Background: an optimization exercise with open tools, aiming at small area, a short achievable clock period and few clock cycles. Do not read the settings as production practice.
Where RTL was checked, it was by simulation tests only, not by an equivalence proof against the original.
For runs 2 and 3, only the layout was checked, not whether the RTL still works.
Power is estimated from default activity; no workload was simulated.

$ cat design/flow/config.mk
export PLATFORM = sky130hd
export DESIGN_NAME = keyword_source_lexer
export DESIGN_NICKNAME = keyword_source_lexer
export VERILOG_FILES = /design/flow/design.v
export SDC_FILE = /design/flow/constraint.sdc
export NUM_CORES = 4
export LEC_CHECK = 0
export ABC_AREA = 1
export CAP_MARGIN = 20
export CORE_MARGIN = 2
export CORE_UTILIZATION = 40
export CTS_BUF_LIST = sky130_fd_sc_hd__clkbuf_8
export PLACE_DENSITY = 0.7
export SLEW_MARGIN = 20
$ cat design/flow/constraint.sdc
create_clock -name core_clock -period 8.5 [get_ports {clock}]
set_input_delay 1.7000 -clock core_clock [delete_from_list [all_inputs] [get_ports {clock}]]
set_output_delay 1.7000 -clock core_clock [all_outputs]
set_load 0.01 [all_outputs]
$ cat design/flow/design.v
`default_nettype none
module ksl_front (
   input  wire logic         clock,
   input  wire logic         reset,
   input  wire logic         req_valid,
   output logic              req_stall,
   input  wire logic [8:0]   req_data,
   input  wire logic         csr_we,
   input  wire logic [16:0]  csr_wdata,
   input  wire logic         room,
   input  wire logic [15:0]  last_index,
   output logic              push,
   output logic [45:0]       push_w
);
   localparam logic [5:0] KIND_IDENT   = 6'd31;
   localparam logic [5:0] KIND_NUMBER  = 6'd32;
   localparam logic [5:0] KIND_STRING  = 6'd33;
   localparam logic [5:0] KIND_END     = 6'd57;
   localparam logic [2:0] LM_IDLE   = 3'd0;
   localparam logic [2:0] LM_IDENT  = 3'd1;
   localparam logic [2:0] LM_NUMBER = 3'd2;
   localparam logic [2:0] LM_STRING = 3'd3;
   localparam logic [2:0] LM_LINE   = 3'd4;
   localparam logic [2:0] LM_BLOCK  = 3'd5;
   localparam logic [2:0] LM_PEND   = 3'd6;
   localparam logic [2:0] PD_SLASH = 3'd0;
   localparam logic [2:0] PD_EQ    = 3'd1;
   localparam logic [2:0] PD_BANG  = 3'd2;
   localparam logic [2:0] PD_LT    = 3'd3;
   localparam logic [2:0] PD_GT    = 3'd4;
   localparam logic [2:0] PD_MINUS = 3'd5;
   function automatic logic [9:0] kw_first(input logic [7:0] ch);
      logic [9:0] r;
      logic        hit;
      r   = '0;
      hit = 1'b0;
      r   = r | ({10{ch == 8'd97}} & 10'd339);
      hit = hit | (ch == 8'd97);
      r   = r | ({10{ch == 8'd99}} & 10'd385);
      hit = hit | (ch == 8'd99);
      r   = r | ({10{ch == 8'd100}} & 10'd293);
      hit = hit | (ch == 8'd100);
      r   = r | ({10{ch == 8'd101}} & 10'd558);
      hit = hit | (ch == 8'd101);
      r   = r | ({10{ch == 8'd102}} & 10'd274);
      hit = hit | (ch == 8'd102);
      r   = r | ({10{ch == 8'd103}} & 10'd69);
      hit = hit | (ch == 8'd103);
      r   = r | ({10{ch == 8'd104}} & 10'd143);
      hit = hit | (ch == 8'd104);
      r   = r | ({10{ch == 8'd105}} & 10'd174);
      hit = hit | (ch == 8'd105);
      r   = r | ({10{ch == 8'd107}} & 10'd581);
      hit = hit | (ch == 8'd107);
      r   = r | ({10{ch == 8'd108}} & 10'd841);
      hit = hit | (ch == 8'd108);
      r   = r | ({10{ch == 8'd109}} & 10'd47);
      hit = hit | (ch == 8'd109);
      r   = r | ({10{ch == 8'd111}} & 10'd422);
      hit = hit | (ch == 8'd111);
      r   = r | ({10{ch == 8'd114}} & 10'd9);
      hit = hit | (ch == 8'd114);
      r   = r | ({10{ch == 8'd117}} & 10'd782);
      hit = hit | (ch == 8'd117);
      r   = r | ({10{ch == 8'd119}} & 10'd360);
      hit = hit | (ch == 8'd119);
      kw_first = hit ? r : 10'd992;
   endfunction
   function automatic logic [4:0] kw_exp(input logic [8:0] kn);
      logic [4:0] r;
      logic        hit;
      r   = '0;
      hit = 1'b0;
      r   = r | ({5{kn == 9'd1}} & 5'd14);
      hit = hit | (kn == 9'd1);
      r   = r | ({5{kn == 9'd2}} & 5'd7);
      hit = hit | (kn == 9'd2);
      r   = r | ({5{kn == 9'd17}} & 5'd4);
      hit = hit | (kn == 9'd17);
      r   = r | ({5{kn == 9'd18}} & 5'd21);
      hit = hit | (kn == 9'd18);
      r   = r | ({5{kn == 9'd19}} & 5'd12);
      hit = hit | (kn == 9'd19);
      r   = r | ({5{kn == 9'd20}} & 5'd5);
      hit = hit | (kn == 9'd20);
      r   = r | ({5{kn == 9'd33}} & 5'd14);
      hit = hit | (kn == 9'd33);
      r   = r | ({5{kn == 9'd34}} & 5'd5);
      hit = hit | (kn == 9'd34);
      r   = r | ({5{kn == 9'd35}} & 5'd18);
      hit = hit | (kn == 9'd35);
      r   = r | ({5{kn == 9'd36}} & 5'd1);
      hit = hit | (kn == 9'd36);
      r   = r | ({5{kn == 9'd37}} & 5'd20);
      hit = hit | (kn == 9'd37);
      r   = r | ({5{kn == 9'd38}} & 5'd15);
      hit = hit | (kn == 9'd38);
      r   = r | ({5{kn == 9'd39}} & 5'd18);
      hit = hit | (kn == 9'd39);
      r   = r | ({5{kn == 9'd40}} & 5'd19);
      hit = hit | (kn == 9'd40);
      r   = r | ({5{kn == 9'd49}} & 5'd12);
      hit = hit | (kn == 9'd49);
      r   = r | ({5{kn == 9'd50}} & 5'd1);
      hit = hit | (kn == 9'd50);
      r   = r | ({5{kn == 9'd51}} & 5'd20);
      hit = hit | (kn == 9'd51);
      r   = r | ({5{kn == 9'd52}} & 5'd9);
      hit = hit | (kn == 9'd52);
      r   = r | ({5{kn == 9'd53}} & 5'd15);
      hit = hit | (kn == 9'd53);
      r   = r | ({5{kn == 9'd54}} & 5'd14);
      hit = hit | (kn == 9'd54);
      r   = r | ({5{kn == 9'd55}} & 5'd19);
      hit = hit | (kn == 9'd55);
      r   = r | ({5{kn == 9'd65}} & 5'd13);
      hit = hit | (kn == 9'd65);
      r   = r | ({5{kn == 9'd66}} & 5'd15);
      hit = hit | (kn == 9'd66);
      r   = r | ({5{kn == 9'd67}} & 5'd13);
      hit = hit | (kn == 9'd67);
      r   = r | ({5{kn == 9'd68}} & 5'd15);
      hit = hit | (kn == 9'd68);
      r   = r | ({5{kn == 9'd69}} & 5'd18);
      hit = hit | (kn == 9'd69);
      r   = r | ({5{kn == 9'd70}} & 5'd16);
      hit = hit | (kn == 9'd70);
      r   = r | ({5{kn == 9'd71}} & 5'd8);
      hit = hit | (kn == 9'd71);
      r   = r | ({5{kn == 9'd72}} & 5'd9);
      hit = hit | (kn == 9'd72);
      r   = r | ({5{kn == 9'd73}} & 5'd19);
      hit = hit | (kn == 9'd73);
      r   = r | ({5{kn == 9'd74}} & 5'd13);
      hit = hit | (kn == 9'd74);
      r   = r | ({5{kn == 9'd97}} & 5'd20);
      hit = hit | (kn == 9'd97);
      r   = r | ({5{kn == 9'd98}} & 5'd5);
      hit = hit | (kn == 9'd98);
      r   = r | ({5{kn == 9'd99}} & 5'd7);
      hit = hit | (kn == 9'd99);
      r   = r | ({5{kn == 9'd100}} & 5'd5);
      hit = hit | (kn == 9'd100);
      r   = r | ({5{kn == 9'd101}} & 5'd18);
      hit = hit | (kn == 9'd101);
      r   = r | ({5{kn == 9'd102}} & 5'd19);
      hit = hit | (kn == 9'd102);
      r   = r | ({5{kn == 9'd103}} & 5'd31);
      hit = hit | (kn == 9'd103);
      r   = r | ({5{kn == 9'd104}} & 5'd13);
      hit = hit | (kn == 9'd104);
      r   = r | ({5{kn == 9'd105}} & 5'd15);
      hit = hit | (kn == 9'd105);
      r   = r | ({5{kn == 9'd106}} & 5'd4);
      hit = hit | (kn == 9'd106);
      r   = r | ({5{kn == 9'd113}} & 5'd20);
      hit = hit | (kn == 9'd113);
      r   = r | ({5{kn == 9'd114}} & 5'd9);
      hit = hit | (kn == 9'd114);
      r   = r | ({5{kn == 9'd115}} & 5'd15);
      hit = hit | (kn == 9'd115);
      r   = r | ({5{kn == 9'd116}} & 5'd14);
      hit = hit | (kn == 9'd116);
      r   = r | ({5{kn == 9'd117}} & 5'd1);
      hit = hit | (kn == 9'd117);
      r   = r | ({5{kn == 9'd118}} & 5'd12);
      hit = hit | (kn == 9'd118);
      r   = r | ({5{kn == 9'd119}} & 5'd19);
      hit = hit | (kn == 9'd119);
      r   = r | ({5{kn == 9'd129}} & 5'd5);
      hit = hit | (kn == 9'd129);
      r   = r | ({5{kn == 9'd130}} & 5'd5);
      hit = hit | (kn == 9'd130);
      r   = r | ({5{kn == 9'd131}} & 5'd31);
      hit = hit | (kn == 9'd131);
      r   = r | ({5{kn == 9'd132}} & 5'd13);
      hit = hit | (kn == 9'd132);
      r   = r | ({5{kn == 9'd133}} & 5'd15);
      hit = hit | (kn == 9'd133);
      r   = r | ({5{kn == 9'd134}} & 5'd4);
      hit = hit | (kn == 9'd134);
      r   = r | ({5{kn == 9'd135}} & 5'd21);
      hit = hit | (kn == 9'd135);
      r   = r | ({5{kn == 9'd136}} & 5'd12);
      hit = hit | (kn == 9'd136);
      r   = r | ({5{kn == 9'd137}} & 5'd5);
      hit = hit | (kn == 9'd137);
      r   = r | ({5{kn == 9'd145}} & 5'd6);
      hit = hit | (kn == 9'd145);
      r   = r | ({5{kn == 9'd146}} & 5'd9);
      hit = hit | (kn == 9'd146);
      r   = r | ({5{kn == 9'd147}} & 5'd14);
      hit = hit | (kn == 9'd147);
      r   = r | ({5{kn == 9'd148}} & 5'd5);
      hit = hit | (kn == 9'd148);
      r   = r | ({5{kn == 9'd177}} & 5'd5);
      hit = hit | (kn == 9'd177);
      r   = r | ({5{kn == 9'd178}} & 5'd18);
      hit = hit | (kn == 9'd178);
      r   = r | ({5{kn == 9'd179}} & 5'd5);
      hit = hit | (kn == 9'd179);
      r   = r | ({5{kn == 9'd193}} & 5'd19);
      hit = hit | (kn == 9'd193);
      r   = r | ({5{kn == 9'd194}} & 5'd5);
      hit = hit | (kn == 9'd194);
      r   = r | ({5{kn == 9'd225}} & 5'd3);
      hit = hit | (kn == 9'd225);
      r   = r | ({5{kn == 9'd226}} & 5'd21);
      hit = hit | (kn == 9'd226);
      r   = r | ({5{kn == 9'd227}} & 5'd18);
      hit = hit | (kn == 9'd227);
      r   = r | ({5{kn == 9'd228}} & 5'd19);
      hit = hit | (kn == 9'd228);
      r   = r | ({5{kn == 9'd229}} & 5'd9);
      hit = hit | (kn == 9'd229);
      r   = r | ({5{kn == 9'd230}} & 5'd22);
      hit = hit | (kn == 9'd230);
      r   = r | ({5{kn == 9'd231}} & 5'd5);
      hit = hit | (kn == 9'd231);
      r   = r | ({5{kn == 9'd241}} & 5'd24);
      hit = hit | (kn == 9'd241);
      r   = r | ({5{kn == 9'd242}} & 5'd5);
      hit = hit | (kn == 9'd242);
      r   = r | ({5{kn == 9'd243}} & 5'd4);
      hit = hit | (kn == 9'd243);
      r   = r | ({5{kn == 9'd244}} & 5'd31);
      hit = hit | (kn == 9'd244);
      r   = r | ({5{kn == 9'd245}} & 5'd16);
      hit = hit | (kn == 9'd245);
      r   = r | ({5{kn == 9'd246}} & 5'd15);
      hit = hit | (kn == 9'd246);
      r   = r | ({5{kn == 9'd247}} & 5'd9);
      hit = hit | (kn == 9'd247);
      r   = r | ({5{kn == 9'd248}} & 5'd14);
      hit = hit | (kn == 9'd248);
      r   = r | ({5{kn == 9'd249}} & 5'd20);
      hit = hit | (kn == 9'd249);
      r   = r | ({5{kn == 9'd257}} & 5'd18);
      hit = hit | (kn == 9'd257);
      r   = r | ({5{kn == 9'd258}} & 5'd16);
      hit = hit | (kn == 9'd258);
      r   = r | ({5{kn == 9'd259}} & 5'd8);
      hit = hit | (kn == 9'd259);
      r   = r | ({5{kn == 9'd260}} & 5'd9);
      hit = hit | (kn == 9'd260);
      r   = r | ({5{kn == 9'd261}} & 5'd19);
      hit = hit | (kn == 9'd261);
      r   = r | ({5{kn == 9'd262}} & 5'd13);
      hit = hit | (kn == 9'd262);
      r   = r | ({5{kn == 9'd273}} & 5'd4);
      hit = hit | (kn == 9'd273);
      r   = r | ({5{kn == 9'd274}} & 5'd15);
      hit = hit | (kn == 9'd274);
      r   = r | ({5{kn == 9'd275}} & 5'd13);
      hit = hit | (kn == 9'd275);
      r   = r | ({5{kn == 9'd276}} & 5'd15);
      hit = hit | (kn == 9'd276);
      r   = r | ({5{kn == 9'd277}} & 5'd18);
      hit = hit | (kn == 9'd277);
      r   = r | ({5{kn == 9'd278}} & 5'd16);
      hit = hit | (kn == 9'd278);
      r   = r | ({5{kn == 9'd279}} & 5'd8);
      hit = hit | (kn == 9'd279);
      r   = r | ({5{kn == 9'd280}} & 5'd9);
      hit = hit | (kn == 9'd280);
      r   = r | ({5{kn == 9'd281}} & 5'd19);
      hit = hit | (kn == 9'd281);
      r   = r | ({5{kn == 9'd282}} & 5'd13);
      hit = hit | (kn == 9'd282);
      r   = r | ({5{kn == 9'd289}} & 5'd18);
      hit = hit | (kn == 9'd289);
      r   = r | ({5{kn == 9'd290}} & 5'd14);
      hit = hit | (kn == 9'd290);
      r   = r | ({5{kn == 9'd291}} & 5'd5);
      hit = hit | (kn == 9'd291);
      r   = r | ({5{kn == 9'd292}} & 5'd12);
      hit = hit | (kn == 9'd292);
      r   = r | ({5{kn == 9'd305}} & 5'd1);
      hit = hit | (kn == 9'd305);
      r   = r | ({5{kn == 9'd306}} & 5'd7);
      hit = hit | (kn == 9'd306);
      r   = r | ({5{kn == 9'd307}} & 5'd5);
      hit = hit | (kn == 9'd307);
      r   = r | ({5{kn == 9'd321}} & 5'd13);
      hit = hit | (kn == 9'd321);
      r   = r | ({5{kn == 9'd322}} & 5'd16);
      hit = hit | (kn == 9'd322);
      r   = r | ({5{kn == 9'd323}} & 5'd15);
      hit = hit | (kn == 9'd323);
      r   = r | ({5{kn == 9'd324}} & 5'd19);
      hit = hit | (kn == 9'd324);
      r   = r | ({5{kn == 9'd325}} & 5'd5);
      hit = hit | (kn == 9'd325);
      r   = r | ({5{kn == 9'd337}} & 5'd16);
      hit = hit | (kn == 9'd337);
      r   = r | ({5{kn == 9'd338}} & 5'd12);
      hit = hit | (kn == 9'd338);
      r   = r | ({5{kn == 9'd339}} & 5'd25);
      hit = hit | (kn == 9'd339);
      r   = r | ({5{kn == 9'd353}} & 5'd16);
      hit = hit | (kn == 9'd353);
      r   = r | ({5{kn == 9'd369}} & 5'd12);
      hit = hit | (kn == 9'd369);
      r   = r | ({5{kn == 9'd370}} & 5'd4);
      hit = hit | (kn == 9'd370);
      r   = r | ({5{kn == 9'd385}} & 5'd6);
      hit = hit | (kn == 9'd385);
      r   = r | ({5{kn == 9'd386}} & 5'd15);
      hit = hit | (kn == 9'd386);
      r   = r | ({5{kn == 9'd387}} & 5'd12);
      hit = hit | (kn == 9'd387);
      r   = r | ({5{kn == 9'd388}} & 5'd4);
      hit = hit | (kn == 9'd388);
      r   = r | ({5{kn == 9'd401}} & 5'd12);
      hit = hit | (kn == 9'd401);
      r   = r | ({5{kn == 9'd402}} & 5'd9);
      hit = hit | (kn == 9'd402);
      r   = r | ({5{kn == 9'd403}} & 5'd13);
      hit = hit | (kn == 9'd403);
      r   = r | ({5{kn == 9'd404}} & 5'd9);
      hit = hit | (kn == 9'd404);
      r   = r | ({5{kn == 9'd405}} & 5'd20);
      hit = hit | (kn == 9'd405);
      r   = r | ({5{kn == 9'd417}} & 5'd13);
      hit = hit | (kn == 9'd417);
      r   = r | ({5{kn == 9'd418}} & 5'd9);
      hit = hit | (kn == 9'd418);
      r   = r | ({5{kn == 9'd419}} & 5'd20);
      hit = hit | (kn == 9'd419);
      r   = r | ({5{kn == 9'd433}} & 5'd12);
      hit = hit | (kn == 9'd433);
      r   = r | ({5{kn == 9'd434}} & 5'd20);
      hit = hit | (kn == 9'd434);
      r   = r | ({5{kn == 9'd435}} & 5'd5);
      hit = hit | (kn == 9'd435);
      r   = r | ({5{kn == 9'd436}} & 5'd18);
      hit = hit | (kn == 9'd436);
      r   = r | ({5{kn == 9'd449}} & 5'd13);
      hit = hit | (kn == 9'd449);
      r   = r | ({5{kn == 9'd450}} & 5'd2);
      hit = hit | (kn == 9'd450);
      r   = r | ({5{kn == 9'd451}} & 5'd4);
      hit = hit | (kn == 9'd451);
      r   = r | ({5{kn == 9'd452}} & 5'd1);
      hit = hit | (kn == 9'd452);
      r   = r | ({5{kn == 9'd465}} & 5'd20);
      hit = hit | (kn == 9'd465);
      r   = r | ({5{kn == 9'd466}} & 5'd8);
      hit = hit | (kn == 9'd466);
      r   = r | ({5{kn == 9'd481}} & 5'd9);
      hit = hit | (kn == 9'd481);
      r   = r | ({5{kn == 9'd482}} & 5'd20);
      hit = hit | (kn == 9'd482);
      r   = r | ({5{kn == 9'd483}} & 5'd9);
      hit = hit | (kn == 9'd483);
      r   = r | ({5{kn == 9'd484}} & 5'd1);
      hit = hit | (kn == 9'd484);
      r   = r | ({5{kn == 9'd485}} & 5'd12);
      hit = hit | (kn == 9'd485);
      kw_exp = hit ? r : 5'd0;
   endfunction
   function automatic logic [9:0] kw_alt(input logic [16:0] knc);
      logic [9:0] r;
      logic        hit;
      r   = '0;
      hit = 1'b0;
      r   = r | ({10{knc == 17'd41328}} & 10'd688);
      hit = hit | (knc == 17'd41328);
      r   = r | ({10{knc == 17'd49519}} & 10'd653);
      hit = hit | (knc == 17'd49519);
      r   = r | ({10{knc == 17'd82540}} & 10'd809);
      hit = hit | (knc == 17'd82540);
      r   = r | ({10{knc == 17'd33129}} & 10'd504);
      hit = hit | (knc == 17'd33129);
      r   = r | ({10{knc == 17'd33135}} & 10'd748);
      hit = hit | (knc == 17'd33135);
      r   = r | ({10{knc == 17'd62060}} & 10'd884);
      hit = hit | (knc == 17'd62060);
      r   = r | ({10{knc == 17'd20845}} & 10'd609);
      hit = hit | (knc == 17'd20845);
      r   = r | ({10{knc == 17'd21097}} & 10'd980);
      hit = hit | (knc == 17'd21097);
      r   = r | ({10{knc == 17'd21108}} & 10'd197);
      hit = hit | (knc == 17'd21108);
      r   = r | ({10{knc == 17'd106849}} & 10'd909);
      hit = hit | (knc == 17'd106849);
      r   = r | ({10{knc == 17'd4449}} & 10'd720);
      hit = hit | (knc == 17'd4449);
      r   = r | ({10{knc == 17'd4722}} & 10'd528);
      hit = hit | (knc == 17'd4722);
      r   = r | ({10{knc == 17'd353}} & 10'd244);
      hit = hit | (knc == 17'd353);
      r   = r | ({10{knc == 17'd357}} & 10'd108);
      hit = hit | (knc == 17'd357);
      r   = r | ({10{knc == 17'd12899}} & 10'd469);
      hit = hit | (knc == 17'd12899);
      r   = r | ({10{knc == 17'd45417}} & 10'd948);
      hit = hit | (knc == 17'd45417);
      kw_alt = hit ? r : 10'd992;
   endfunction
   function automatic logic [5:0] single_kind(input logic [7:0] ch);
      logic [5:0] r;
      r = '0;
      r = r | ({6{ch == 8'h2b}} & 6'd39);    
      r = r | ({6{ch == 8'h2a}} & 6'd42);    
      r = r | ({6{ch == 8'h25}} & 6'd44);    
      r = r | ({6{ch == 8'h28}} & 6'd45);    
      r = r | ({6{ch == 8'h29}} & 6'd46);    
      r = r | ({6{ch == 8'h7b}} & 6'd47);    
      r = r | ({6{ch == 8'h7d}} & 6'd48);    
      r = r | ({6{ch == 8'h2c}} & 6'd49);    
      r = r | ({6{ch == 8'h3b}} & 6'd50);    
      r = r | ({6{ch == 8'h3a}} & 6'd53);    
      r = r | ({6{ch == 8'h5b}} & 6'd54);    
      r = r | ({6{ch == 8'h5d}} & 6'd55);    
      r = r | ({6{ch == 8'h2e}} & 6'd56);    
      single_kind = r;
   endfunction
   localparam int CL_W = 11;
   localparam int CL_WORD  = 10;    
   localparam int CL_ALPHA = 9;     
   localparam int CL_DIGIT = 8;
   localparam int CL_QUOTE = 7;
   localparam int CL_NL    = 6;
   localparam int CL_SLASH = 5;
   localparam int CL_STAR  = 4;
   localparam int CL_EQ    = 3;
   localparam int CL_GT    = 2;
   localparam int CL_PEND  = 1;     
   localparam int CL_OP    = 0;     
   function automatic logic [3:0] class_code(input logic [7:0] ch);
      logic alpha, digit;
      alpha = ((ch >= "a") && (ch <= "z")) || ((ch >= "A") && (ch <= "Z")) || (ch == "_");
      digit = (ch >= "0") && (ch <= "9");
      class_code = 4'b1100;
      if (alpha) class_code = 4'b0000;
      if (digit) class_code = 4'b0001;
      if (ch == "/") class_code = 4'b0100;
      if (ch == "=") class_code = 4'b0101;
      if (ch == ">") class_code = 4'b0110;
      if ((ch == "!") || (ch == "<") || (ch == "-")) class_code = 4'b0111;
      if (single_kind(ch) != 6'd0) class_code = 4'b1000;
      if (ch == "*") class_code = 4'b1001;
      if (ch == "\"") class_code = 4'b1101;
      if (ch == 8'd10) class_code = 4'b1110;
   endfunction
   function automatic logic [CL_W-1:0] classes(input logic [3:0] cc);
      classes = {cc[3:2] == 2'b00, cc[3:2] == 2'b00 && !cc[0], cc[3:2] == 2'b00 && cc[0],
                 cc == 4'b1101, cc == 4'b1110, cc == 4'b0100, cc == 4'b1001,
                 cc == 4'b0101, cc == 4'b0110, cc[3:2] == 2'b01, cc[3:2] == 2'b10};
   endfunction
   function automatic logic [15:0] cap4_of(input logic [16:0] l);
      if (l[16]) begin
         cap4_of = 16'd65531;
      end else if (l[15:0] == 16'd0) begin
         cap4_of = 16'hfffc;
      end else begin
         cap4_of = l[15:0] - 16'd5;
      end
   endfunction
   logic              in_v;
   logic [7:0]        c;
   logic              eot;
   logic [3:0]        cc;
   logic [CL_W-1:0]   cl;
   logic              b_v;
   logic [8:0]        b_data;
   logic [8:0]        src;
   logic              load_a;
   logic [2:0]   mode_ff, mode_in;
   logic [2:0]   pend_ff, pend_in;
   logic         star_ff, star_in;
   logic [15:0]  start_ff, start_in;
   logic [5:0]   len_ff, len_in;
   logic [4:0]   kw_ff, kw_in;
   logic [4:0]   kwe_ff, kwe_in;      
   logic [16:0]  pos_ff, pos_in;
   logic         zero_ff, zero_in;    
   logic [15:0]  cnt;                 
   logic         ovf_ff, ovf_in;      
   logic         near_ff, near_in;    
   logic         far_ff, far_in;      
   logic [15:0]  cap4_ff;             
   logic [15:0]  cap4_w;
   logic [2:0]   c_pend;
   logic [5:0]   c_kind, two_kind, flush_kind, flush_len;
   logic         flush_emits;
   assign c_kind   = single_kind(c);
   assign cl       = classes(cc);
   assign cap4_w   = cap4_of(csr_wdata);
   logic         w_cap0, w_cap1, w_cap2;
   assign w_cap0   = (csr_wdata[16:1] == 16'd0);
   assign w_cap1   = (csr_wdata == 17'd2);
   assign w_cap2   = (csr_wdata == 17'd3);
   assign cnt      = zero_ff ? 16'd0 : last_index + 16'd1;
   logic         kw_hit;
   logic [9:0]   kw_f, kw_a;
   assign kw_hit = (c[4:0] == kwe_ff) && c[6] && (c[5] || (kwe_ff == 5'd31));
   assign kw_f   = kw_first(c);
   assign kw_a   = kw_alt({kw_ff, len_ff[3:0], c});
   always_comb begin
      c_pend = PD_SLASH;
      if (c == "=") c_pend = PD_EQ;
      if (c == "!") c_pend = PD_BANG;
      if (c == "<") c_pend = PD_LT;
      if (c == ">") c_pend = PD_GT;
      if (c == "-") c_pend = PD_MINUS;
   end
   always_comb begin
      two_kind = 6'd0;
      if (cl[CL_EQ]) begin
         if (pend_ff == PD_EQ)   two_kind = 6'd34;
         if (pend_ff == PD_BANG) two_kind = 6'd35;
         if (pend_ff == PD_LT)   two_kind = 6'd36;
         if (pend_ff == PD_GT)   two_kind = 6'd37;
      end else if (cl[CL_GT] && (pend_ff == PD_MINUS)) begin
         two_kind = 6'd41;
      end
   end
   always_comb begin
      flush_emits = 1'b1;
      flush_len   = len_ff;
      flush_kind  = 6'd0;
      if (mode_ff == LM_IDENT) begin
         flush_kind = (kwe_ff != 5'd0) ? KIND_IDENT : {1'b0, kw_ff};
      end else if (mode_ff == LM_NUMBER) begin
         flush_kind = KIND_NUMBER;
      end else if (mode_ff == LM_STRING) begin
         flush_kind = KIND_STRING;
      end else if (mode_ff == LM_PEND) begin
         flush_len = 6'd1;
         if (pend_ff == PD_SLASH) flush_kind = 6'd43;
         if (pend_ff == PD_EQ)    flush_kind = 6'd38;
         if (pend_ff == PD_LT)    flush_kind = 6'd51;
         if (pend_ff == PD_GT)    flush_kind = 6'd52;
         if (pend_ff == PD_MINUS) flush_kind = 6'd40;
         flush_emits = (pend_ff != PD_BANG);
      end else begin
         flush_emits = 1'b0;
      end
   end
   logic         emit, split, step, take;
   logic [5:0]   w_kind, w_len;
   logic [15:0]  w_start;
   logic         w_ovf, w_last, w_end;
   always_comb begin
      logic do_flush, do_start;
      mode_in  = mode_ff;
      pos_in   = pos_ff;
      emit     = 1'b0;
      split    = 1'b0;
      w_end    = 1'b0;
      w_kind   = flush_kind;
      w_start  = ((mode_ff == LM_STRING) && (len_ff == 6'd0)) ? pos_ff[15:0] : start_ff;
      w_len    = flush_len;
      w_ovf    = 1'b0;
      do_flush = 1'b0;
      do_start = 1'b0;
      if (eot) begin
         mode_in = LM_IDLE;
         emit    = 1'b1;
         if (!ovf_ff && flush_emits) begin
            split = 1'b1;
         end else begin
            w_end   = 1'b1;
            w_kind  = KIND_END;
            w_start = pos_ff[15:0];
            w_len   = 6'd0;
            w_ovf   = ovf_ff;
            pos_in  = '0;
         end
      end else if (!ovf_ff && !pos_ff[16]) begin
         pos_in = pos_ff + 17'd1;
         case (mode_ff)
            LM_IDENT: begin
               if (!cl[CL_WORD]) begin
                  do_flush = 1'b1;
                  do_start = 1'b1;
               end
            end
            LM_NUMBER: begin
               if (!cl[CL_DIGIT]) begin
                  do_flush = 1'b1;
                  do_start = 1'b1;
               end
            end
            LM_STRING: begin
               if (cl[CL_QUOTE]) do_flush = 1'b1;
            end
            LM_LINE: begin
               if (cl[CL_NL]) mode_in = LM_IDLE;
            end
            LM_BLOCK: begin
               if (star_ff && cl[CL_SLASH]) mode_in = LM_IDLE;
            end
            LM_PEND: begin
               if ((pend_ff == PD_SLASH) && cl[CL_SLASH]) begin
                  mode_in = LM_LINE;
               end else if ((pend_ff == PD_SLASH) && cl[CL_STAR]) begin
                  mode_in = LM_BLOCK;
               end else if (two_kind != 6'd0) begin
                  mode_in = LM_IDLE;
                  emit    = 1'b1;
                  w_kind  = two_kind;
                  w_len   = 6'd2;
               end else begin
                  do_flush = 1'b1;
                  do_start = 1'b1;
               end
            end
            default: begin
               mode_in  = LM_IDLE;
               do_start = 1'b1;
            end
         endcase
         if (do_flush) begin
            mode_in = LM_IDLE;
            if (flush_emits) begin
               emit = 1'b1;
               if (do_start && !near_ff && cl[CL_OP]) begin
                  split  = 1'b1;
                  pos_in = pos_ff;
               end else if (near_ff) begin
                  do_start = 1'b0;
               end
            end
         end
         if (do_start && !split) begin
            if (cl[CL_ALPHA]) begin
               mode_in  = LM_IDENT;
            end else if (cl[CL_DIGIT]) begin
               mode_in  = LM_NUMBER;
            end else if (cl[CL_QUOTE]) begin
               mode_in  = LM_STRING;
            end else if (cl[CL_PEND]) begin
               mode_in  = LM_PEND;
            end else if (cl[CL_OP]) begin
               emit    = 1'b1;
               w_kind  = c_kind;
               w_start = pos_ff[15:0];
               w_len   = 6'd1;
            end
         end
      end
      w_last = !split;
      step   = in_v && room;
      take   = step && !split;
      push   = in_v && emit && room;
   end
   assign push_w    = {w_kind, cnt, w_start, w_len, w_ovf, w_last};
   logic  tok_cont;
   assign tok_cont = ((mode_ff == LM_IDENT) && cl[CL_WORD]) || ((mode_ff == LM_NUMBER) && cl[CL_DIGIT]) ||
                     ((mode_ff == LM_STRING) && !cl[CL_QUOTE]);
   always_comb begin
      pend_in  = c_pend;
      star_in  = (mode_ff == LM_BLOCK) && cl[CL_STAR];
      start_in = pos_ff[15:0];
      len_in   = cl[CL_QUOTE] ? 6'd0 : 6'd1;
      kw_in    = kw_f[9:5];
      kwe_in   = kw_f[4:0];
      if (tok_cont) begin
         len_in = (len_ff == 6'd63) ? len_ff : len_ff + 6'd1;
      end
      if (tok_cont && !((mode_ff == LM_STRING) && (len_ff == 6'd0))) begin
         start_in = start_ff;
      end
      if (mode_ff == LM_IDENT) begin
         kw_in  = kw_hit ? kw_ff : kw_a[9:5];
         kwe_in = kw_hit ? ((len_ff[5:4] == 2'b00) ? kw_exp({kw_ff, len_ff[3:0]}) : 5'd0) : kw_a[4:0];
      end
      if (pos_ff[16]) begin
         pend_in  = pend_ff;
         start_in = start_ff;
         len_in   = len_ff;
         kw_in    = kw_ff;
         kwe_in   = kwe_ff;
      end
   end
   logic  in_v_in, b_v_in, eot_in, stall_ff;
   assign load_a    = !in_v || take;
   assign src       = b_v ? b_data : req_data;
   assign req_stall = stall_ff;
   always_comb begin
      in_v_in = in_v;
      b_v_in  = b_v;
      eot_in  = eot;
      if (load_a) begin
         in_v_in = b_v || (req_valid && !req_stall);
         b_v_in  = 1'b0;
         eot_in  = src[0];
      end else if (req_valid && !req_stall) begin
         b_v_in  = 1'b1;
      end
   end
   always_ff @(posedge clock) begin
      if (reset) begin
         in_v     <= 1'b0;
         b_v      <= 1'b0;
         stall_ff <= 1'b0;
      end else begin
         in_v     <= in_v_in;
         b_v      <= b_v_in;
         stall_ff <= b_v_in || (in_v_in && eot_in);
      end
      eot <= eot_in;
      if (load_a) begin
         c  <= src[8:1];
         cc <= class_code(src[8:1]);
      end
      if (!req_stall) begin
         b_data <= req_data;
      end
   end
   always_comb begin
      zero_in = zero_ff;
      ovf_in  = ovf_ff;
      near_in = near_ff;
      far_in  = far_ff;
      if (push && w_end) begin
         zero_in = 1'b1;
         ovf_in  = csr_we ? w_cap0 : (cap4_ff == 16'hfffc);
         near_in = csr_we ? w_cap1 : (cap4_ff == 16'hfffd);
         far_in  = csr_we ? w_cap2 : (cap4_ff == 16'hfffe);
      end else if (push) begin
         zero_in = 1'b0;
         ovf_in  = near_ff;
         near_in = far_ff;
         far_in  = zero_ff ? (cap4_ff == 16'hffff) : (last_index == cap4_ff);
      end else if (csr_we && !in_v && !b_v) begin
         ovf_in  = w_cap0;
         near_in = w_cap1;
         far_in  = w_cap2;
      end
   end
   always_ff @(posedge clock) begin
      if (reset) begin
         mode_ff <= LM_IDLE;
         pos_ff  <= '0;
         zero_ff <= 1'b1;
         ovf_ff  <= 1'b0;
         near_ff <= 1'b0;
         far_ff  <= 1'b0;
         cap4_ff <= 16'd1019;
      end else begin
         if (csr_we) cap4_ff <= cap4_w;
         zero_ff <= zero_in;
         ovf_ff  <= ovf_in;
         near_ff <= near_in;
         far_ff  <= far_in;
         if (step) begin
            mode_ff <= mode_in;
            pos_ff  <= pos_in;
         end
      end
   end
   always_ff @(posedge clock) begin
      if (step) begin
         pend_ff  <= pend_in;
         star_ff  <= star_in;
         start_ff <= start_in;
         len_ff   <= len_in;
         kw_ff    <= kw_in;
         kwe_ff   <= kwe_in;
      end
   end
endmodule
`default_nettype wire
`default_nettype none
module ksl_tokq (
   input  wire logic          clock,
   input  wire logic          reset,
   input  wire logic          push,
   input  wire logic [45:0]   push_w,
   output logic              room,
   output logic              rsp_valid,
   input  wire logic          rsp_stall,
   output logic [45:0]       rsp_data
);
   logic         v_ff;
   logic [45:0]  w_ff;
   assign rsp_valid = v_ff;
   assign rsp_data  = w_ff;
   assign room      = !v_ff || !rsp_stall;
   always_ff @(posedge clock) begin
      if (reset) begin
         v_ff <= 1'b0;
      end else if (room) begin
         v_ff <= push;
      end
      if (push) begin
         w_ff[39:24] <= push_w[39:24];
      end
      if (room) begin
         w_ff[45:40] <= push_w[45:40];
         w_ff[23:0]  <= push_w[23:0];
      end
   end
endmodule
`default_nettype wire
`default_nettype none
module keyword_source_lexer #(
   parameter int MAX_TEXT_LEN = 65536
) (
   input  wire logic         clock,
   input  wire logic         reset,
   input  wire logic         req_valid,
   output logic             req_stall,
   input  wire logic [8:0]   req_data,
   output logic             rsp_valid,
   input  wire logic         rsp_stall,
   output logic [45:0]      rsp_data,
   input  wire logic         csr_we,
   input  wire logic [16:0]  csr_wdata
);
   logic         room;
   logic         push;
   logic [45:0]  push_w;
   ksl_front u_front (
      .clock     (clock),
      .reset     (reset),
      .req_valid (req_valid),
      .req_stall (req_stall),
      .req_data  (req_data),
      .csr_we    (csr_we),
      .csr_wdata (csr_wdata),
      .room      (room),
      .last_index(rsp_data[39:24]),
      .push      (push),
      .push_w    (push_w)
   );
   ksl_tokq u_tokq (
      .clock     (clock),
      .reset     (reset),
      .push      (push),
      .push_w    (push_w),
      .room      (room),
      .rsp_valid (rsp_valid),
      .rsp_stall (rsp_stall),
      .rsp_data  (rsp_data)
   );
endmodule
`default_nettype wire
$ cat design/flow/flow/run.sh
#!/bin/bash
# The standard layout, with the smallest buffer on each port instead of the
# default delay-cell buffer, and timing repair aiming 5.65 ns below the clock period
set -euo pipefail
export BUFFER_PORTS_ARGS="-buffer_cell sky130_fd_sc_hd__buf_1"
export SETUP_SLACK_MARGIN=5.65
bash standard.sh finish > standard_finish.log 2>&1
$ cat design/flow/standard.sh
#!/bin/bash
# synth_recipe.tcl (not shown) runs the flow's synth.tcl, then flattens the netlist and writes it again
# the make line also repeats each setting of config.mk as NAME=value (left out here)
make -C /OpenROAD-flow-scripts/flow DESIGN_CONFIG=/design/flow/config.mk WORK_HOME=/design/flow/orfs CLKGATE_MAP_FILE= SYNTH_SCRIPT=/design/flow/synth_recipe.tcl "${@:-finish}"
==> out/metrics.csv, run 1 <==
stage,metric,value,unit
run_status,status,"complete, no violations",
route,number of DRC markers after the initial detailed-route iteration,1196,
route,Pre-antenna DRT Iters,7,
critical_path,CP max FO,3,
logic_synthesis,"EDFF count, synth",103,
route,via count,11800,
layout,Area Overhead vs Synth,12.9,%
global_route,global-route wire length before repair,56.9,mm
logic_synthesis,ys flop type,edfxtp_1,
critical_path,WP buf/inv,2,
floorplan,io pins,79,
critical_path,Reg2Reg Depth,12,
layout,Diodes inserted,0,
logic_synthesis,Synth async-reset ratio,0,%
floorplan,Die Ht,170,um
power_and_ir_drop,Tot Pwr,1.91,mW
clock_network,CTS tree,built,
floorplan,Initial Util,40.9,%
power_and_ir_drop,PD cells,153,nW/um2
placed_design,gpl congestion,0.995,
global_route,initial antenna violation count,0,
timing,part of the cycle the worst path needs,33.1,%
logic_synthesis,post-synth cell types,58,
critical_path,CP cell instances,"buf_1, inv_6, ha_4, nor2_4, nor2_4, nand4_1, nor3_2, nand2_1, xor2_1, a221oi_2",
timing,Slew @ Worst Pin,0.844,ns
timing,"Hold Vio Cnt, Final",0,
logic_synthesis,Syn Nets,1691,
power_and_ir_drop,leakage,5.31,nW
clock_network,hold_buf cts,0,
floorplan,Rows,60,
timing,Hold WS,0.471,ns
logic_synthesis,Ys Warns,2,
timing,# setup viols final,0,
layout,number of fill cells,2795,
min_path,Worst Hold Path EP,u_front.start_ff[3],
timing,unrepaired setup endpoints after global routing,true,
critical_path,WP data required,8.89,ns
clock_network,clk buf depth,2,
timing,Final Max Slew Viols,0,
layout,ratio of cells with drive above 1 in the final layout,10.0,%
route,DR WL/cell,17.1,um
logic_synthesis,"Seq/Total Area, Yosys",36.2,%
critical_path,"Data arrival, critical path",3.20,ns
floorplan,full die area,29000,um2
global_route,largest net degree at the start of global routing,33,
layout,Layout Cells excl Fill,2096,
timing,setup tns final,0,ns
critical_path,Setup CP Type,in -> reg,
timing,skew final,0.0174,ns
placed_design,I/O Buffers,78,
route,DRC Markers,0,
clock_network,clock sinks,148,
logic_synthesis,syn_area_per_cell,6.69,um2
clock_network,H-tree depth,4,
route,final antenna-violating net count,0,
global_route,via count of the first global-routing pass,11000,
layout,Final Cell Area,12500,um2
critical_path,startpoint type of the worst setup path,input port,
critical_path,Reg2Reg Setup Slack,5.76,ns
critical_path,crit end category,flop,
critical_path,Worst path most repeated cell,nor2_4,
timing,fmax,0.355,GHz
min_path,Worst Hold Launch,u_front.pos_ff[3],
flow_run,max cap viols,0,
power_and_ir_drop,maximum vdd drop,0.114,mV
route,final wirelength,35.9,mm
global_route,Tot GR Track Use,24.6,%
layout,Nets,1782,
critical_path,CP peak stage delay,0.24,ns
critical_path,CP Launch Point,csr_wdata[1],
clock_network,cell at the root of the clock tree,clkbuf_8,
placed_design,DP Area,11700,um2
placed_design,hpwl dp,26.6,mm
timing,fin crit period,2.81,ns
global_route,grt ovf,0,
logic_synthesis,synthesized area,11000,um2
layout,Layout Utilization,46.2,%
floorplan,chip width,170,um
placed_design,Placed Cells,2041,
min_path,HP Class,reg -> reg,
placed_design,pre-CTS setup slack,4.81,ns
critical_path,FF-to-FF Start,u_front.len_ff[1],
critical_path,Crit path max-delay family,simple AND/OR/NAND/NOR gates,
min_path,hold depth,0,
clock_network,Clock transition at path regs,0.08,ns
logic_synthesis,Mapped Cells,1651,
timing,worst setup margin,5.69,ns
route,vias per cell,5.65,
clock_network,Worst-Skew Late Latency,0.47,ns
timing,slew margin rel.,43.6,%
logic_synthesis,Yosys reg bits,148,
clock_network,TritonCTS buffer count,17,
critical_path,Worst path slowest cell,nor3_2,
floorplan,CORE AREA,27000,um2
critical_path,reg-to-reg endpoint,u_front.kwe_ff[1],
## worst max-delay path by stage
stage | end | slack, ns | cells after the start
finish | u_front.cap4_ff[14] | 5.69 | 10
CTS | rsp_valid | 5.55 | 1
global placement | u_front.pos_ff[3] | 4.83 | 10
floorplan | u_front.start_ff[0] | 5.54 | 5
global route | u_front.cap4_ff[14] | 5.55 | 10
detailed placement | u_front.pos_ff[3] | 4.81 | 10
## kinds of logic after synthesis
kind of cell	Yosys count	share of synthesized area [%]
flip-flops	148	36.2
buffers and inverters	252	9.13
AND/OR/NAND/NOR	927	37.0
XOR/XNOR	26	2.06
adder cells (fa/ha/maj)	9	1.02
AO/OA/AOI/OAI	288	14.5
multiplexers	1	0.0906
## worst register-to-register path: stages (launching register included)
cell	delay, ns
edfxtp_1	0.45
inv_1	0.09
ha_1	0.21
nand2_2	0.20
inv_1	0.14
nand2_2	0.21
nor2_1	0.11
a211oi_1	0.22
nand2_1	0.07
nor4_1	0.40
nand3_1	0.20
nand2_1	0.14
nand2_1	0.06
## repair_timing
action                     CTS  global route
setup endpoints to repair   90            56
pin swaps                    1             8
buffers inserted             5            14
gates resized for setup     10            52
cloned                       2             2
## layer usage
layer | vias up | global-route usage [%] | share of wire [%]
li1 | 5746 | - | -
met1 | 5401 | 34.1 | 45
met2 | 590 | 38.1 | 43
met3 | 103 | 4.47 | 8.6
met4 | 0 | 9.81 | 3.7
met5 | - | 0 | 0
## sequential cells by signal, indices dropped and copies added (netlist names), 3 cells and up
| signal | cells |
|---|---|
| u_front.len_ff | 6 |
| u_front.kwe_ff | 5 |
| u_front.cap4_ff | 16 |
| u_front.kw_ff | 5 |
| u_front.cc | 4 |
| u_front.b_data | 9 |
| u_front.start_ff | 16 |
| u_front.pend_ff | 3 |
| u_front.pos_ff | 17 |
| u_front.mode_ff | 3 |
| u_tokq.w_ff | 46 |
| u_front.c | 8 |
## power by group
group	total, mW	internal, mW	leakage (nW)	switching, mW
combinational	0.472	0.137	3.73	0.335
sequential	0.932	0.871	1.41	0.0604
clock	0.511	0.226	0.165	0.285
total	1.91	1.23	5.31	0.680
## cell type report
type                            instances  area, um2  share of cell area [%]
Multi-Input combinational cell       1253       6340                    50.8
Sequential cell                       148       4000                    32.0
Inverter                              218        852                    6.83
Timing Repair Buffer                  102        490                    3.93
Tap cell                              341        427                    3.42
Clock buffer                           17        234                    1.88
Clock inverter                         15        119                   0.953
Timing Repair inverter                  2       12.5                   0.100
## synth_stat cells (4+ instances only)
library cell | instances | area (um2)
nand4_1 | 41 | 257
nand2_4 | 4 | 45.0
buf_2 | 8 | 40.0
nor3_1 | 51 | 255
or2_2 | 15 | 93.8
a211oi_1 | 5 | 37.5
o22ai_1 | 7 | 43.8
nor4_1 | 28 | 175
nand3b_1 | 4 | 30.0
nor3b_1 | 10 | 75.1
o21a_1 | 4 | 30.0
clkbuf_1 | 16 | 60.1
nand2_1 | 367 | 1380
xor2_1 | 20 | 175
ha_1 | 9 | 113
inv_2 | 7 | 26.3
a22oi_1 | 5 | 37.5
o2111ai_1 | 5 | 43.8
o211ai_1 | 8 | 60.1
a31oi_1 | 9 | 56.3
a21oi_1 | 124 | 621
o21ai_0 | 103 | 515
xnor2_1 | 6 | 52.6
nand3_1 | 114 | 571
dfxtp_1 | 45 | 901
nor2_1 | 267 | 1000
inv_1 | 207 | 777
nor2_2 | 10 | 62.6
edfxtp_1 | 103 | 3090
buf_6 | 5 | 56.3
## cells in the final DEF, fill, tap and decap left out, types with 6 or more instances in the layout
cell,n
nor3b_1,10
inv_1,202
nand4_1,41
o21ai_0,95
o22ai_1,7
nand2_4,8
xnor2_1,6
nand3_1,113
nor3_1,48
o211ai_1,8
nand2_2,10
nor2_1,240
clkinvlp_4,11
clkbuf_8,17
ha_1,8
buf_1,77
dfxtp_1,44
inv_2,9
or2_2,15
xor2_1,20
nor2_2,30
o21ai_2,7
a31oi_1,8
nor2_4,10
edfxtp_1,103
nand2_1,355
a21oi_1,122
nor4_1,25
buf_4,22
Testbench counts, summed over its fixed seeds: cycles 148,692.
==> inputs of run 2 (changes only) <==
--- a/design/flow/design.v
+++ b/design/flow/design.v
@@ -539,6 +539,7 @@
          flush_emits = 1'b0;
       end
    end
+   logic         quiet, tok_cont;
    logic         emit, split, step, take;
    logic [5:0]   w_kind, w_len;
    logic [15:0]  w_start;
@@ -643,14 +644,15 @@
          end
       end
       w_last = !split;
-      step   = in_v && room;
+      step   = in_v && (room || quiet);
       take   = step && !split;
       push   = in_v && emit && room;
    end
    assign push_w    = {w_kind, cnt, w_start, w_len, w_ovf, w_last};
-   logic  tok_cont;
    assign tok_cont = ((mode_ff == LM_IDENT) && cl[CL_WORD]) || ((mode_ff == LM_NUMBER) && cl[CL_DIGIT]) ||
                      ((mode_ff == LM_STRING) && !cl[CL_QUOTE]);
+   assign quiet = !eot && (ovf_ff || pos_ff[16] || tok_cont || (mode_ff == LM_LINE) ||
+                           (mode_ff == LM_BLOCK) || ((mode_ff == LM_IDLE) && !cl[CL_OP]));
    always_comb begin
       pend_in  = c_pend;
       star_in  = (mode_ff == LM_BLOCK) && cl[CL_STAR];
--- a/design/flow/config.mk
+++ b/design/flow/config.mk
@@ -10,5 +10,4 @@
 export CORE_MARGIN = 2
 export CORE_UTILIZATION = 40
 export CTS_BUF_LIST = sky130_fd_sc_hd__clkbuf_8
-export PLACE_DENSITY = 0.7
 export SLEW_MARGIN = 20
==> run 2 against run 1 <==
Flip-flop and latch count unchanged. Synthesized area up 3.7%. Hold slack gained 0.025 ns. Non-clock buffer count rose by 18. Design area up 5.9%. Final cell count rose by 3.4%. Clock skew rose by 0.0071 ns. Register-to-register slack got worse by 0.09 ns. Worst setup slack worse by 0.016 ns. Die area rose by 3.6%. Largest cell class unchanged.
==> out/metrics.csv, run 2 <==
stage,metric,value,unit,change
run_status,status,"complete, no violations",,
layout,Diodes inserted,0,,unchanged
timing,setup tns final,0,ns,unchanged
timing,worst setup margin,5.67,ns,-0.0159 ns
route,final antenna-violating net count,0,,unchanged
critical_path,Setup CP Type,reg -> reg,,
clock_network,clk buf depth,2,,unchanged
route,DRC Markers,0,,unchanged
floorplan,Initial Util,40.9,%,about the same
layout,Area Overhead vs Synth,15.4,%,
placed_design,DP Area,12300,um2,+4.4%
layout,Layout Utilization,47.2,%,+1.0 points
layout,Nets,1817,,+2.0%
global_route,Tot GR Track Use,25.9,%,+1.2 points
logic_synthesis,"Seq/Total Area, Yosys",34.9,%,-1.3 points
layout,"most common cell after layout, fill and taps aside",nand2_1,,
critical_path,Reg2Reg Setup Slack,5.67,ns,-0.09 ns
power_and_ir_drop,leakage,5.76,nW,+8.5%
floorplan,Rows,61,,+1.7%
logic_synthesis,commonest cells in the netlist,"nand2_1, nor2_1, inv_1, o21ai_0, nand3_1",,
logic_synthesis,most frequent cell after synthesis,nand2_1,,
timing,Final Max Slew Viols,0,,unchanged
layout,max reg flops,46,,unchanged
route,DR WL/cell,18.6,um,+8.7%
logic_synthesis,"EDFF count, synth",103,,unchanged
timing,slew margin rel.,47.0,%,+3.5 points
layout,Final Cell Area,13200,um2,+5.9%
critical_path,crit end category,flop,,
logic_synthesis,Synth top area share,27.0,%,-1.0 points
clock_network,Clock transition at path regs,0.10,ns,+0.02 ns
global_route,via count of the first global-routing pass,11400,,+3.6%
placed_design,I/O Buffers,78,,unchanged
power_and_ir_drop,PD cells,155,nW/um2,+0.95%
global_route,grt ovf,0,,unchanged
timing,skew final,0.0245,ns,+0.00714 ns
placed_design,gpl congestion,1.02,,+2.6%
logic_synthesis,Ys Warns,2,,unchanged
logic_synthesis,synth top area cells,"edfxtp_1, nand2_1, dfxtp_1",,
floorplan,chip width,173,um,+1.8%
critical_path,"Data arrival, critical path",3.06,ns,-0.14 ns
logic_synthesis,Mapped Cells,1672,,+1.3%
global_route,largest net degree at the start of global routing,36,,+9.1%
clock_network,cell at the root of the clock tree,clkbuf_8,,
timing,# setup viols final,0,,unchanged
flow_run,max cap viols,0,,unchanged
critical_path,WP data required,8.73,ns,-0.16 ns
logic_synthesis,syn_area_per_cell,6.85,um2,+2.4%
timing,"Hold Vio Cnt, Final",0,,unchanged
layout,"commonest cells after routing, fill and taps aside","nand2_1, nor2_1, inv_1, nand3_1, o21ai_0",,
logic_synthesis,synthesized area,11500,um2,+3.7%
logic_synthesis,Yosys reg bits,148,,unchanged
global_route,global-route wire length before repair,62.1,mm,+9.1%
logic_synthesis,Syn Nets,1712,,+1.2%
route,DRT met1 WL,18.8,mm,+17%
logic_synthesis,biggest area consumer among synthesized cells,edfxtp_1,,
route,Pre-antenna DRT Iters,5,,-2
global_route,initial antenna violation count,0,,unchanged
min_path,HP Class,reg -> reg,,
floorplan,full die area,30000,um2,+3.6%
layout,ratio of cells with drive above 1 in the final layout,12.3,%,+2.3 points
clock_network,hold_buf cts,0,,unchanged
floorplan,io pins,79,,unchanged
layout,Reg with most FFs,u_tokq.w_ff,,
route,WL met3,3.10,mm,+0.49%
route,final wirelength,40.3,mm,+12%
timing,part of the cycle the worst path needs,33.3,%,+0.19 points
placed_design,pre-CTS setup slack,4.70,ns,-0.109 ns
timing,fmax,0.353,GHz,-0.56%
logic_synthesis,post-synth cell types,61,,+5.2%
route,routed wl met2,17.3,mm,+11%
route,DR top layer,met4,,
clock_network,TritonCTS buffer count,17,,unchanged
layout,Largest regs,"u_tokq.w_ff (46), u_front.pos_ff (17)",,
placed_design,hpwl dp,30.1,mm,+13%
critical_path,startpoint type of the worst setup path,flop,,
clock_network,Worst-Skew Late Latency,0.46,ns,about the same
timing,fin crit period,2.83,ns,+0.0159 ns
route,vias per cell,5.69,,+0.75%
timing,unrepaired setup endpoints after global routing,true,,
clock_network,clock sinks,148,,unchanged
logic_synthesis,Synth async-reset ratio,0,%,unchanged
timing,Slew @ Worst Pin,0.794,ns,-0.0500 ns
clock_network,H-tree depth,4,,unchanged
logic_synthesis,ys flop type,edfxtp_1,,
clock_network,CTS tree,built,,
floorplan,CORE AREA,28000,um2,+3.6%
floorplan,Die Ht,173,um,+1.8%
route,number of DRC markers after the initial detailed-route iteration,1181,,-1.3%
power_and_ir_drop,maximum vdd drop,0.0899,mV,-21%
route,via count,12300,,+4.2%
critical_path,CP max FO,21,,+18
-- run 2: cell count changes in the layout (fill, tap and decap cells not counted), sizes merged, moves of 12 or more --
cell and delta:
nor2 -33, a21oi -29, nand4 +26, o21ai +18, buf +17, mux2i +15
o221ai +12
-- run 2: kinds of logic (layout without fill, tap and decap cells) --
logic type	count (synthesis)	count (layout)	share of synthesized area, %
AO/OA/AOI/OAI	298	299	15.7
XOR/XNOR	37	37	2.83
adder cells (fa/ha/maj)	9	9	0.983
buffers and inverters	258	374	9.02
flip-flops	148	148	34.9
multiplexers	16	16	1.40
AND/OR/NAND/NOR	906	907	35.2
-- run 2: per-stage QoR --
step           hold slack (ns)  cells  total power [mW]
5_1_grt                  0.535   2168              2.15
6_report                 0.496   2168              2.05
4_1_cts                  0.501   2135              2.02
2_1_floorplan            0.403   1672              1.27
3_5_place_dp             0.487   2097              1.43
3_3_place_gp             0.482   2097              1.42
-- run 2: what timing repair did --
action / in CTS / in global routing
cloned: 1 / 4
buffers inserted: 5 / 29
pin swaps: 1 / 4
gates resized for setup: 19 / 58
setup endpoints to repair: 94 / 116
-- run 2: layout make-up --
type / count / area (um2)
Timing Repair Buffer: 120 / 628
Tap cell: 378 / 473
Timing Repair inverter: 3 / 18.8
Inverter: 219 / 881
Fill cell: 2917 / 14800
Clock inverter: 15 / 186
Multi-Input combinational cell: 1268 / 6800
Clock buffer: 17 / 234
Sequential cell: 148 / 4000
-- run 2: path summary, 6_finish.rpt --
check                     startpoint            endpoint  depth (start not counted)
setup / recovery  u_front.pos_ff[16]     u_tokq.w_ff[44]                          5
hold reg to reg   u_front.cap4_ff[9]  u_front.cap4_ff[9]                          2
setup reg to reg  u_front.pos_ff[16]     u_tokq.w_ff[44]                          5
hold / removal    u_front.cap4_ff[9]  u_front.cap4_ff[9]                          2
-- run 2: worst max-delay path, stage by stage (launching register included) --
cell,delay [ns]
dfxtp_1,0.38
nor2_1,0.46
inv_1,0.53
nor2_2,0.70
o21ai_0,0.19
a21oi_1,0.34
-- run 2: routing by layer --
layer  vias to the layer above  global-route usage (%)
met4                         0                    9.57
met5                         -                       0
met1                      5736                    37.5
met2                       582                    38.7
met3                        79                    3.97
li1                       5941                       -
-- run 2: power breakdown --
part	internal [mW]	switching, mW
registers	0.872	0.0521
clock network	0.274	0.314
logic	0.158	0.378
==> inputs of run 3 (changes only) <==
--- a/design/flow/design.v
+++ b/design/flow/design.v
@@ -539,7 +539,6 @@
          flush_emits = 1'b0;
       end
    end
-   logic         quiet, tok_cont;
    logic         emit, split, step, take;
    logic [5:0]   w_kind, w_len;
    logic [15:0]  w_start;
@@ -644,15 +643,14 @@
          end
       end
       w_last = !split;
-      step   = in_v && (room || quiet);
+      step   = in_v && room;
       take   = step && !split;
       push   = in_v && emit && room;
    end
    assign push_w    = {w_kind, cnt, w_start, w_len, w_ovf, w_last};
+   logic  tok_cont;
    assign tok_cont = ((mode_ff == LM_IDENT) && cl[CL_WORD]) || ((mode_ff == LM_NUMBER) && cl[CL_DIGIT]) ||
                      ((mode_ff == LM_STRING) && !cl[CL_QUOTE]);
-   assign quiet = !eot && (ovf_ff || pos_ff[16] || tok_cont || (mode_ff == LM_LINE) ||
-                           (mode_ff == LM_BLOCK) || ((mode_ff == LM_IDLE) && !cl[CL_OP]));
    always_comb begin
       pend_in  = c_pend;
       star_in  = (mode_ff == LM_BLOCK) && cl[CL_STAR];
@@ -713,46 +711,41 @@
          b_data <= req_data;
       end
    end
+   logic  flag_en;
+   assign flag_en = push || (csr_we && !in_v && !b_v) || reset;
    always_comb begin
-      zero_in = zero_ff;
-      ovf_in  = ovf_ff;
-      near_in = near_ff;
-      far_in  = far_ff;
-      if (push && w_end) begin
+      if (in_v && emit && w_end) begin
          zero_in = 1'b1;
          ovf_in  = csr_we ? w_cap0 : (cap4_ff == 16'hfffc);
          near_in = csr_we ? w_cap1 : (cap4_ff == 16'hfffd);
          far_in  = csr_we ? w_cap2 : (cap4_ff == 16'hfffe);
-      end else if (push) begin
+      end else if (in_v && emit) begin
          zero_in = 1'b0;
          ovf_in  = near_ff;
          near_in = far_ff;
          far_in  = zero_ff ? (cap4_ff == 16'hffff) : (last_index == cap4_ff);
-      end else if (csr_we && !in_v && !b_v) begin
+      end else begin
+         zero_in = zero_ff;
          ovf_in  = w_cap0;
          near_in = w_cap1;
          far_in  = w_cap2;
       end
    end
    always_ff @(posedge clock) begin
+      if (step || reset) begin
+         mode_ff <= mode_in & {3{!reset}};
+         pos_ff  <= pos_in & {17{!reset}};
+      end
+      if (flag_en) begin
+         zero_ff <= zero_in || reset;
+         ovf_ff  <= ovf_in && !reset;
+         near_ff <= near_in && !reset;
+         far_ff  <= far_in && !reset;
+      end
       if (reset) begin
-         mode_ff <= LM_IDLE;
-         pos_ff  <= '0;
-         zero_ff <= 1'b1;
-         ovf_ff  <= 1'b0;
-         near_ff <= 1'b0;
-         far_ff  <= 1'b0;
          cap4_ff <= 16'd1019;
-      end else begin
-         if (csr_we) cap4_ff <= cap4_w;
-         zero_ff <= zero_in;
-         ovf_ff  <= ovf_in;
-         near_ff <= near_in;
-         far_ff  <= far_in;
-         if (step) begin
-            mode_ff <= mode_in;
-            pos_ff  <= pos_in;
-         end
+      end else if (csr_we) begin
+         cap4_ff <= cap4_w;
       end
    end
    always_ff @(posedge clock) begin
==> design/flow/flow/run.sh (replaced) <==
#!/bin/bash
# The standard layout, with the smallest buffer on each port instead of the
# default delay-cell buffer; repair still resizes port buffers where timing needs it
set -euo pipefail
export BUFFER_PORTS_ARGS="-buffer_cell sky130_fd_sc_hd__buf_1"
bash standard.sh finish > standard_finish.log 2>&1
--- a/design/flow/config.mk
+++ b/design/flow/config.mk
@@ -10,4 +10,5 @@
 export CORE_MARGIN = 2
 export CORE_UTILIZATION = 40
 export CTS_BUF_LIST = sky130_fd_sc_hd__clkbuf_8
+export SETUP_SLACK_MARGIN = 5
 export SLEW_MARGIN = 20
==> run 3 against run 2 <==
Register-to-register slack worse by 0.32 ns. Count of clock-buffer cells in the layout stayed put. Flip-flop and latch count unchanged. Critical endpoint is now u_front.pos_ff[7]. Via count down 1.4%. Die area up 1.6%. First-iteration DRC count rose by 3.7%. Clock skew shrank 0.00097 ns. Final cell count rose by 0.32%. Clock power is 1% higher.
==> out/metrics.csv, run 3 <==
stage,metric,value,unit,change
critical_path,reg-to-reg endpoint,u_front.kwe_ff[0],,
floorplan,io pins,79,,unchanged
layout,Layout Utilization,44.7,%,-2.5 points
layout,"commonest cells after routing, fill and taps aside","nand2_1, nor2_1, inv_1, o21ai_0, edfxtp_1",,
route,vias per cell,5.59,,-1.8%
logic_synthesis,syn_area_per_cell,6.83,um2,-0.24%
layout,Area Overhead vs Synth,10.2,%,
clock_network,cell at the root of the clock tree,clkbuf_8,,
logic_synthesis,post-synth cell types,62,,+1.6%
critical_path,CP max FO,23,,+9.5%
critical_path,CP Launch Point,reset,,
layout,max reg flops,46,,unchanged
floorplan,Die Ht,175,um,+0.81%
logic_synthesis,Mapped Cells,1704,,+1.9%
route,Pre-antenna DRT Iters,8,,+3
timing,unrepaired setup endpoints after global routing,false,,
layout,"most common cell after layout, fill and taps aside",nand2_1,,
placed_design,I/O Buffers,78,,unchanged
power_and_ir_drop,maximum vdd drop,0.115,mV,+28%
clock_network,CTS tree,built,,
timing,setup tns final,0,ns,unchanged
timing,slew margin rel.,39.1,%,-7.9 points
timing,Hold WS,0.515,ns,+0.0196 ns
power_and_ir_drop,Net Switching,0.800,mW,+7.4%
logic_synthesis,commonest cells in the netlist,"nand2_1, nor2_1, inv_1, o21ai_0, edfxtp_1",,
power_and_ir_drop,combinational share of power,27.8,%,+1.7 points
timing,Final Max Slew Viols,0,,unchanged
timing,Slew @ Worst Pin,0.911,ns,+0.118 ns
route,via count,12200,,-1.4%
logic_synthesis,Ys Warns,2,,unchanged
route,DR top layer,met4,,
timing,fmax,0.300,GHz,-15%
critical_path,crit end category,flop,,
clock_network,hold_buf cts,0,,unchanged
floorplan,Rows,62,,+1.6%
layout,Diodes inserted,0,,unchanged
logic_synthesis,synth top area cells,"edfxtp_1, nand2_1, nor2_1",,
route,final wirelength,39.2,mm,-2.8%
clock_network,H-tree depth,4,,unchanged
flow_run,max cap viols,0,,unchanged
critical_path,startpoint type of the worst setup path,input port,,
logic_synthesis,Synth async-reset ratio,0,%,unchanged
route,DRT met1 WL,18.8,mm,about the same
floorplan,CORE AREA,28700,um2,+2.5%
timing,part of the cycle the worst path needs,39.2,%,+5.9 points
global_route,via count of the first global-routing pass,11100,,-2.5%
floorplan,Initial Util,40.6,%,-0.32 points
layout,ratio of cells with drive above 1 in the final layout,7.26,%,-5.0 points
layout,Nets,1818,,+0.055%
logic_synthesis,most frequent cell after synthesis,nand2_1,,
power_and_ir_drop,switching share of power,36.1,%,-0.25 points
clock_network,Clock transition at path regs,0.10,ns,about the same
logic_synthesis,synthesized area,11600,um2,+1.7%
power_and_ir_drop,clock power share,27.0,%,-1.7 points
clock_network,Worst-Skew Late Latency,0.46,ns,about the same
logic_synthesis,biggest area consumer among synthesized cells,edfxtp_1,,
timing,skew final,0.0235,ns,-0.000975 ns
run_status,status,"complete, no violations",,
global_route,grt ovf,0,,unchanged
logic_synthesis,"EDFF count, synth",127,,+23%
global_route,largest net degree at the start of global routing,33,,-8.3%
critical_path,FF-to-FF Start,u_front.kw_ff[4],,
placed_design,gpl congestion,0.974,,-4.6%
power_and_ir_drop,PD cells,173,nW/um2,+11%
placed_design,hpwl dp,30.3,mm,+0.59%
global_route,initial antenna violation count,0,,unchanged
critical_path,Setup CP Type,in -> reg,,
global_route,Tot GR Track Use,25.6,%,-0.26 points
min_path,Worst Hold Launch,u_front.pos_ff[3],,
route,routed wl met2,16.8,mm,-2.5%
route,number of DRC markers after the initial detailed-route iteration,1225,,+3.7%
power_and_ir_drop,Cell Int Power,1.42,mW,+8.6%
min_path,hold depth,0,,-2
floorplan,full die area,30500,um2,+1.6%
min_path,HP Class,reg -> reg,,
min_path,Worst Hold Path EP,u_front.start_ff[3],,
critical_path,Reg2Reg Setup Slack,5.35,ns,-0.32 ns
critical_path,WP data required,8.48,ns,-0.25 ns
critical_path,Reg2Reg Depth,15,,+10
power_and_ir_drop,sequential share of power,45.2,%,about the same
route,final antenna-violating net count,0,,unchanged
logic_synthesis,Synth top area share,32.7,%,+5.7 points
layout,Largest regs,"u_tokq.w_ff (46), u_front.pos_ff (17)",,
route,WL met3,3.04,mm,-2.0%
critical_path,"Data arrival, critical path",3.31,ns,+0.25 ns
layout,Reg with most FFs,u_tokq.w_ff,,
logic_synthesis,ys flop type,edfxtp_1,,
route,DRC Markers,0,,unchanged
timing,# setup viols final,0,,unchanged
clock_network,clk buf depth,2,,unchanged
logic_synthesis,Syn Nets,1744,,+1.9%
power_and_ir_drop,leakage,5.53,nW,-4.0%
global_route,global-route wire length before repair,61.9,mm,-0.26%
power_and_ir_drop,Tot Pwr,2.22,mW,+8.2%
floorplan,chip width,175,um,+0.81%
logic_synthesis,"Seq/Total Area, Yosys",36.4,%,+1.5 points
logic_synthesis,Yosys reg bits,148,,unchanged
timing,fin crit period,3.33,ns,+0.502 ns
clock_network,TritonCTS buffer count,17,,unchanged
placed_design,pre-CTS setup slack,4.26,ns,-0.437 ns
timing,"Hold Vio Cnt, Final",0,,unchanged
timing,worst setup margin,5.17,ns,-0.502 ns
clock_network,clock sinks,148,,unchanged
route,DR WL/cell,18.0,um,-3.1%
==> run 3: how the worst max path moves through the flow <==
stage / endpoint
after floorplan: u_front.start_ff[0]
after global placement: u_front.start_ff[8]
after detailed placement: u_front.start_ff[8]
after CTS: u_front.ovf_ff
after global routing: u_front.ovf_ff
final: u_front.pos_ff[7]
==> run 3: cells by family after synthesis <==
| group | after synthesis | share of synthesized area [%] |
|---|---|---|
| XOR/XNOR | 22 | 1.65 |
| flip-flops | 148 | 36.4 |
| buffers and inverters | 249 | 8.35 |
| AO/OA/AOI/OAI | 312 | 15.4 |
| adder cells (fa/ha/maj) | 9 | 0.967 |
| AND/OR/NAND/NOR | 964 | 37.3 |
==> run 3: worst max-delay path: stages <==
cell and delay (ns):
buf_1 0.08, buf_4 0.20, inv_1 0.56, nand2_1 0.75
==> run 3: through the flow <==
| step | instances | cell area [um2] |
|---|---|---|
| after floorplan | 1704 | 11700 |
| after global placement | 2141 | 12400 |
| after detailed placement | 2141 | 12400 |
| after CTS | 2175 | 12800 |
| after global routing | 2175 | 12800 |
| final | 2175 | 12800 |
==> run 3: timing repair <==
action                                  in CTS  in global routing
endpoints found under the setup margin      22                 12
buffers inserted                             2                  0
pin swaps                                    0                  0
resized for setup                            1                  4
==> run 3: power groups by stage <==
| stage | registers [mW] | clock network, mW | logic, mW |
|---|---|---|---|
| finish | 1.00 | 0.597 | 0.616 |
| global route | 1.02 | 0.640 | 0.691 |
| CTS | 1.00 | 0.607 | 0.613 |
| detailed placement | 1.02 | 0 | 0.606 |
| global placement | 1.02 | 0 | 0.602 |
| floorplan | 1.02 | 0 | 0.404 |
==> run 3: routing by layer <==
metal | global-route usage [%] | up-vias
met2 | 37.9 | 503
met5 | 0 | -
met4 | 5.49 | 0
li1 | - | 5949
met1 | 39.1 | 5664
met3 | 4.20 | 44
==> run 3: final cells by class <==
type / count / area (um2)
Tap cell: 384 / 480
Sequential cell: 148 / 4230
Timing Repair Buffer: 88 / 380
Multi-Input combinational cell: 1307 / 6490
Clock inverter: 15 / 191
Clock buffer: 17 / 234
Fill cell: 3060 / 15900
Inverter: 216 / 825

re-timing with driven ports:
Ports are ideal in the flow. The routed layouts listed here were re-timed in OpenROAD. Step 1: set_driving_cell puts a clkbuf_16 on clock and a buf_2 on each other input, an assumption about the parent block. Step 2 times the ports against the registers' clock, not the clock port: input delays grow and output delays shrink by t, the midpoint of the rising clock arrivals with the driver on. a / b / c = ideal ports / drivers / drivers and shift; a / b = the first two.
run | t (ns) | slack for setup (ns) | worst setup path at the end | cell pins on the clock port's net
run 1 | 0.506 | 5.687 / 5.654 / 5.197 | input to register | 1
run 2 | 0.495 | 5.671 / 5.671 / 5.259 | input to register | 1
run 3 | 0.490 | 5.169 / 5.190 / 4.700 | input to register | 1
After both steps every run listed still meets setup and hold. For run 1, which loses most, drivers alone change the setup slack by -0.033 ns; drivers and shift together by -0.490 ns.
